What follows belongs to an exercise in optimizing a design on an open flow for small area, a short achievable clock period and few clock cycles; a production flow would make more cautious choices.
Function was checked by simulation only, so behaviour that the tests miss may differ from the original.
No activity file was given, so power comes from the tool's default toggle rates.

birch:
## saturn_alu_core
module saturn_alu_core (
  input  logic        i_clk,
  input  logic        i_reset,
  input  logic        i_cmd_valid,
  input  logic [2:0]  i_cmd_op,
  input  logic [2:0]  i_cmd_dest,
  input  logic [2:0]  i_cmd_src1,
  input  logic [2:0]  i_cmd_src2,
  input  logic [3:0]  i_cmd_first,
  input  logic [3:0]  i_cmd_last,
  input  logic [3:0]  i_cmd_imm,
  output logic        o_busy,
  output logic        o_done,
  output logic        o_carry,
  input  logic [2:0]  i_peek_reg,
  output logic [63:0] o_peek_word
);
Size in the first run: roughly 3600 cells after synthesis.
Settings: LEC_CHECK=0, ABC_AREA=1, CAP_MARGIN=20, CORE_MARGIN=2, CORE_UTILIZATION=40, SETUP_SLACK_MARGIN=3.9, SLEW_MARGIN=20, BUFFER_PORTS_ARGS=-buffer_cell sky130_fd_sc_hd__buf_2; clock period 10.0 ns.
standard.sh (not shown) runs the stock make flow with config.mk's settings and CLKGATE_MAP_FILE= SYNTH_SCRIPT=/design/flow/synth_recipe.tcl, a recipe that flattens the netlist after the stock synthesis.
==> flow/flow/run.sh <==
#!/bin/bash
# Layout flow: the standard ORFS flow with two changes.
#  1. Port buffers are sky130_fd_sc_hd__buf_2 instead of the delay cell that
#     buffer_ports picks by default.
#  2. Synthesis is the standard flow's own script (synth_recipe.tcl, unchanged) with ABC's
#     mapping script swapped for flow/abc_nf.script, an area-oriented &nf
#     mapping. Only the combinational mapping changes; registers, their names
#     and cell types are those of the standard synthesis.
# standard.sh's output (every tool's log) goes to standard.log; ORFS also keeps
# its per-step logs under orfs/logs.
set -euo pipefail
WORK=$(pwd)
cat >> "$FLOW_CONFIG" <<'EOM'
export BUFFER_PORTS_ARGS = -buffer_cell sky130_fd_sc_hd__buf_2
EOM
ABC_SCRIPT="$WORK/flow/abc_nf.script"
{
  echo "proc abc {args} {"
  echo "  set i [lsearch -exact \$args -script]"
  echo "  if {\$i >= 0} { lset args [expr {\$i + 1}] $ABC_SCRIPT }"
  echo "  yosys abc {*}\$args"
  echo "}"
  cat synth_recipe.tcl
} > my_synth.tcl
sed "s#SYNTH_SCRIPT=[^ ]*#SYNTH_SCRIPT=$WORK/my_synth.tcl#" standard.sh > my_standard.sh
cp standard.sh standard_sh.log
bash my_standard.sh > standard.log 2>&1
==> flow/flow/abc_nf.script <==
strash
&get -n
&st
&dch
&nf -a
&put
topo
stime -c
buffer -c
upsize -c
dnsize -c
birch has completed all stages; timing, DRC and antenna checks passed.
Testbench counts of birch, summed over its fixed seeds: cycles 3,208.
Setup changes, birch to oak
- swapping 3.9 for 3.8 in SETUP_SLACK_MARGIN
--- outcome ---
- Cmp oak vs birch: final area lower in oak
- Going from birch to oak, the number of gates resized after cts was found to have gone down by 18%.
- Comparing birch and oak, the higher number of cell instances on the worst register-to-register path was measured on oak.
- Required arrival time at the worst endpoint sits lower in oak than in birch.
- Between birch and oak, number of standard cells in the layout, taps in and fillers out is lower for oak, birch comes in above that.
- Re part of the total power dissipated in the clock network: oak is 0.4 points down on birch.
- Comparing the two runs side by side, oak comes out behind birch on final period demand of the worst path.
- oak -> birch: number of endpoints failing setup at the final stage delta 0, exact match
- There was hardly any difference in die footprint between oak and birch.


The RTL this note starts from:
==> flow/design.v <==
package saturn_alu_pkg;
  localparam int NIBBLES = 16;
  typedef logic [3:0] nibble_t;
  typedef logic [$clog2(NIBBLES)-1:0] field_idx_t;
  typedef logic [4*NIBBLES-1:0] word_t;
  typedef enum logic [2:0] {
    REG_A    = 3'd0,
    REG_B    = 3'd1,
    REG_C    = 3'd2,
    REG_D    = 3'd3,
    REG_R0   = 3'd4,
    REG_R1   = 3'd5,
    REG_IMM  = 3'd6,
    REG_ZERO = 3'd7
  } reg_id_e;
  typedef enum logic [2:0] {
    OP_ZERO     = 3'd0,
    OP_COPY     = 3'd1,
    OP_EXCH     = 3'd2,
    OP_ADD      = 3'd3,
    OP_DEC      = 3'd4,
    OP_2CMPL    = 3'd5,
    OP_CLR_MASK = 3'd6,
    OP_TEST_NEQ = 3'd7
  } alu_op_e;
  typedef struct packed {
    alu_op_e    op;
    reg_id_e    dest;
    reg_id_e    src1;
    reg_id_e    src2;
    field_idx_t field_first;
    field_idx_t field_last;
    nibble_t    imm;
  } alu_cmd_t;
  typedef struct packed {
    logic       prep;
    logic       calc;
    logic       save;
    logic       first;
    logic       last;
    logic       clear;
    field_idx_t idx;
  } alu_step_t;
  typedef struct packed {
    logic       we1;
    reg_id_e    reg1;
    nibble_t    data1;
    logic       we2;
    reg_id_e    reg2;
    nibble_t    data2;
    field_idx_t idx;
  } nib_write_t;
endpackage
`timescale 1ns/1ps
module saturn_alu_core (
  input  logic        i_clk,
  input  logic        i_reset,
  input  logic        i_cmd_valid,
  input  logic [2:0]  i_cmd_op,
  input  logic [2:0]  i_cmd_dest,
  input  logic [2:0]  i_cmd_src1,
  input  logic [2:0]  i_cmd_src2,
  input  logic [3:0]  i_cmd_first,
  input  logic [3:0]  i_cmd_last,
  input  logic [3:0]  i_cmd_imm,
  output logic        o_busy,
  output logic        o_done,
  output logic        o_carry,
  input  logic [2:0]  i_peek_reg,
  output logic [63:0] o_peek_word
);
  localparam int NUM_REGS = 6;
  logic [63:0] regs [NUM_REGS];
  logic        carry_q;
  logic        done_q;
  assign o_busy  = 1'b0;
  assign o_done  = done_q;
  assign o_carry = carry_q;
  logic accept;
  assign accept = i_cmd_valid && !i_reset;
  logic [NUM_REGS-1:0] sel_pk, sel_s1, sel_s2;
  always_comb begin
    for (int r = 0; r < NUM_REGS; r++) begin
      sel_pk[r] = (i_peek_reg == 3'(r));
      sel_s1[r] = (i_cmd_src1 == 3'(r));
      sel_s2[r] = (i_cmd_src2 == 3'(r));
    end
  end
  always_comb begin
    o_peek_word = '0;
    for (int r = 0; r < NUM_REGS; r++)
      o_peek_word = o_peek_word | (regs[r] & {64{sel_pk[r]}});
  end
  logic [63:0] a, b;
  always_comb begin
    a = {16{i_cmd_imm & {4{i_cmd_src1 == 3'd6}}}};
    b = {16{i_cmd_imm & {4{i_cmd_src2 == 3'd6}}}};
    for (int r = 0; r < NUM_REGS; r++) begin
      a = a | (regs[r] & {64{sel_s1[r]}});
      b = b | (regs[r] & {64{sel_s2[r]}});
    end
  end
  logic [15:0] in_f;      
  logic [15:0] kill;      
  logic [15:0] is_last;
  always_comb begin
    for (int i = 0; i < 16; i++) begin
      logic ge_f, le_l;
      ge_f = (4'(i) >= i_cmd_first);
      le_l = (4'(i) <= i_cmd_last);
      in_f[i]    = (i_cmd_first > i_cmd_last) ? (ge_f | le_l) : (ge_f & le_l);
      kill[i]    = (4'(i + 1) == i_cmd_first);
      is_last[i] = (4'(i) == i_cmd_last);
    end
  end
  logic op_copy, op_exch, op_add, op_dec, op_neg, op_clr, op_neq, use_b;
  assign op_copy = (i_cmd_op == 3'd1);
  assign op_exch = (i_cmd_op == 3'd2);
  assign op_add  = (i_cmd_op == 3'd3);
  assign op_dec  = (i_cmd_op == 3'd4);
  assign op_neg  = (i_cmd_op == 3'd5);
  assign op_clr  = (i_cmd_op == 3'd6);
  assign op_neq  = (i_cmd_op == 3'd7);
  assign use_b   = op_add | op_neq;
  logic [63:0] y, bp, bg;     
  assign y  = b | {64{~use_b}};
  assign bp = a ^ y;
  assign bg = a & y;
  logic [15:0] g, p;          
  logic        neq;
  always_comb begin
    neq = 1'b0;
    for (int i = 0; i < 16; i++) begin
      logic [3:0] pn, gn;
      pn = bp[4*i +: 4];
      gn = bg[4*i +: 4];
      g[i] = gn[3] | (pn[3] & gn[2]) | (pn[3] & pn[2] & gn[1]) | (pn[3] & pn[2] & pn[1] & gn[0]);
      p[i] = &pn;
      neq  = neq | (in_f[i] & (|pn));
    end
  end
  logic [15:0] gk [5];
  logic [15:0] pk [5];
  always_comb begin
    gk[0] = g & ~kill;
    pk[0] = p & ~kill;
    for (int l = 0; l < 4; l++) begin
      for (int i = 0; i < 16; i++) begin
        if (((i >> l) & 1) == 1) begin
          gk[l+1][i] = gk[l][i] | (pk[l][i] & gk[l][((i >> l) << l) - 1]);
          pk[l+1][i] = pk[l][i] & pk[l][((i >> l) << l) - 1];
        end else begin
          gk[l+1][i] = gk[l][i];
          pk[l+1][i] = pk[l][i];
        end
      end
    end
  end
  logic [15:0] cin;           
  logic [63:0] sum;
  logic        cout;          
  always_comb begin
    cout = 1'b0;
    for (int i = 0; i < 16; i++) begin
      logic [3:0] pn, gn, cn;
      pn = bp[4*i +: 4];
      gn = bg[4*i +: 4];
      if (i == 0) cin[i] = gk[4][15];
      else        cin[i] = gk[4][i-1] | (pk[4][i-1] & gk[4][15]);
      cn[0] = cin[i];
      cn[1] = gn[0] | (pn[0] & cin[i]);
      cn[2] = gn[1] | (pn[1] & gn[0]) | (pn[1] & pn[0] & cin[i]);
      cn[3] = gn[2] | (pn[2] & gn[1]) | (pn[2] & pn[1] & gn[0]) | (pn[2] & pn[1] & pn[0] & cin[i]);
      sum[4*i +: 4] = pn ^ cn;
      if (is_last[i]) cout = g[i] | (p[i] & cin[i]);
    end
  end
  logic [63:0] res;
  assign res = ({64{op_copy}} & a) | ({64{op_exch}} & b) | ({64{op_clr}} & a & ~b)
             | ({64{op_add | op_dec}} & sum) | ({64{op_neg}} & ~sum);
  logic is_exch, wr1;
  logic [2:0] tgt1;
  assign is_exch = (i_cmd_op == 3'd2);
  assign wr1     = (i_cmd_op != 3'd7);
  assign tgt1    = is_exch ? i_cmd_src1 : i_cmd_dest;
  logic [15:0] keep [NUM_REGS];
  logic [15:0] tk_r [NUM_REGS];
  logic [15:0] tk_a [NUM_REGS];
  always_comb begin
    for (int r = 0; r < NUM_REGS; r++) begin
      logic use_a, we1;
      use_a = accept && is_exch && (i_cmd_src2 == 3'(r));
      we1   = accept && wr1 && (tgt1 == 3'(r)) && !use_a;
      tk_a[r] = in_f & {16{use_a}};
      tk_r[r] = in_f & {16{we1}};
      keep[r] = ~(tk_a[r] | tk_r[r] | {16{i_reset}});
    end
  end
  always_ff @(posedge i_clk) begin
    for (int r = 0; r < NUM_REGS; r++)
      for (int i = 0; i < 16; i++)
        regs[r][4*i +: 4] <= (regs[r][4*i +: 4] & {4{keep[r][i]}})
                           | (res[4*i +: 4]     & {4{tk_r[r][i]}})
                           | (a[4*i +: 4]       & {4{tk_a[r][i]}});
  end
  always_ff @(posedge i_clk) begin
    if (i_reset) begin
      carry_q <= 1'b0;
      done_q  <= 1'b0;
    end else begin
      done_q <= accept;
      if (accept) begin
        case (i_cmd_op)
          3'd3, 3'd4, 3'd5: carry_q <= cout;
          3'd7:             carry_q <= neq;
          default:          carry_q <= carry_q;
        endcase
      end
    end
  end
endmodule
==> flow/config.mk <==
export PLATFORM = sky130hd
export DESIGN_NAME = saturn_alu_core
export DESIGN_NICKNAME = saturn_alu_core
export VERILOG_FILES = /design/flow/design.v
export SDC_FILE = /design/flow/constraint.sdc
export NUM_CORES = 4
export LEC_CHECK = 0
export ABC_AREA = 1
export CAP_MARGIN = 20
export CORE_MARGIN = 2
export CORE_UTILIZATION = 40
export SETUP_SLACK_MARGIN = 4.1
export SLEW_MARGIN = 20
export BUFFER_PORTS_ARGS = -buffer_cell sky130_fd_sc_hd__buf_2
==> flow/constraint.sdc <==
create_clock -name core_clock -period 10.0 [get_ports {i_clk}]
set_input_delay 2.0000 -clock core_clock [delete_from_list [all_inputs] [get_ports {i_clk}]]
set_output_delay 2.0000 -clock core_clock [all_outputs]
set_load 0.01 [all_outputs]
==> flow/flow/run.sh <==
#!/bin/bash
# Layout flow: the standard ORFS flow, with the port buffers made from
# sky130_fd_sc_hd__buf_2 instead of the delay cell buffer_ports picks by default.
# Every tool's output goes to standard.log in the work folder (ORFS keeps its
# own per-step logs under orfs/logs as usual).
set -euo pipefail
cat >> "$FLOW_CONFIG" <<'EOM'
export BUFFER_PORTS_ARGS = -buffer_cell sky130_fd_sc_hd__buf_2
EOM
cp standard.sh standard_sh.log
bash standard.sh > standard.log 2>&1
Testbench counts at the start, summed over its fixed seeds: cycles 3,208.
Edit:
==> flow/run.sh (new file) <==
#!/bin/bash
# synth_recipe.tcl (not shown) runs the flow's synth.tcl, then flattens the netlist and writes it again
# the make line also repeats each setting of config.mk as NAME=value (left out here)
make -C /OpenROAD-flow-scripts/flow DESIGN_CONFIG=/design/flow/config.mk WORK_HOME=/design/flow/orfs CLKGATE_MAP_FILE= SYNTH_SCRIPT=/design/flow/synth_recipe.tcl finish
- BUFFER_PORTS_ARGS: -buffer_cell sky130_fd_sc_hd__buf_2 -> unset
- SETUP_SLACK_MARGIN: 4.1 -> 3.5
removed: flow/flow/run.sh
removed: flow/standard.sh
=>
- The changed run passed the timing, DRC and antenna checks
- design area drops by 6.4%
- routed wire length is lower by 4.5%
- total power came out lower by 4.1%
- setup slack degrades by 0.64 ns
- die area does not change
- non-clock buffer count fell by 110
- first-iteration DRC count went down by 5.2%
- clock-buffer cell count went down by 1
Edit:
==> flow/flow/run.sh (new file) <==
#!/bin/bash
# Layout flow: the standard ORFS flow, with the port buffers made from
# sky130_fd_sc_hd__buf_2 instead of the delay cell buffer_ports picks by default.
# Every tool's output goes to standard.log in the work folder (ORFS keeps its
# own per-step logs under orfs/logs as usual).
set -euo pipefail
cat >> "$FLOW_CONFIG" <<'EOM'
export BUFFER_PORTS_ARGS = -buffer_cell sky130_fd_sc_hd__buf_2
EOM
cp standard.sh standard_sh.log
bash standard.sh > standard.log 2>&1
==> flow/standard.sh (new file) <==
#!/bin/bash
# synth_recipe.tcl (not shown) runs the flow's synth.tcl, then flattens the netlist and writes it again
# the make line also repeats each setting of config.mk as NAME=value (left out here)
make -C /OpenROAD-flow-scripts/flow DESIGN_CONFIG=/design/flow/config.mk WORK_HOME=/design/flow/orfs CLKGATE_MAP_FILE= SYNTH_SCRIPT=/design/flow/synth_recipe.tcl "${@:-finish}"
- BUFFER_PORTS_ARGS: unset -> -buffer_cell sky130_fd_sc_hd__buf_2
- SETUP_SLACK_MARGIN: 3.5 -> 3.8
removed: flow/run.sh
After rerunning: The new run went through all stages and came out clean. Final area increases by 2.6%. Total power decreases by 0.65%. Routed wire length is higher by 1.1%. Sequential share of layout area came out lower by 0.54 points. Core utilization increases by 1.3 points. Worst setup slack gains 0.40 ns. First-iteration DRC count came out higher by 19%.

-- separate check: timing with driven ports --
The results above use ideal ports. As a check the final layouts listed here were re-extracted and re-timed, cells and wires unchanged.
Step 1 (the two cells are an assumption about what drives the block):
set clk [get_ports {i_clk}]
set_driving_cell -lib_cell sky130_fd_sc_hd__clkbuf_16 $clk
set_driving_cell -lib_cell sky130_fd_sc_hd__buf_2 [delete_from_list [all_inputs] $clk]
Step 2 also shifts input and output timing later by t, the mid clock arrival at the registers, as if the neighbouring blocks saw the same clock.
Three values: no drivers, after step 1, after step 2; two values: the first two.
| run | t, ns | setup slack, ns | pins driven straight from the clock port |
|---|---|---|---|
| birch | 0.671 | 3.732 / 3.776 / 3.105 | 1 |
| oak | 0.663 | 3.724 / 3.702 / 3.179 | 1 |
| the first run of note 2 | 0.678 | 3.953 / 3.982 / 3.304 | 1 |
| the second run of note 2 | 0.698 | 3.313 / 3.356 / 2.658 | 1 |
| the third run of note 2 | 0.689 | 3.715 / 3.688 / 3.160 | 1 |
After both steps every run listed still meets setup and hold. For the second run of note 2, which loses most, drivers alone change the setup slack by +0.043 ns; drivers and shift together by -0.655 ns.
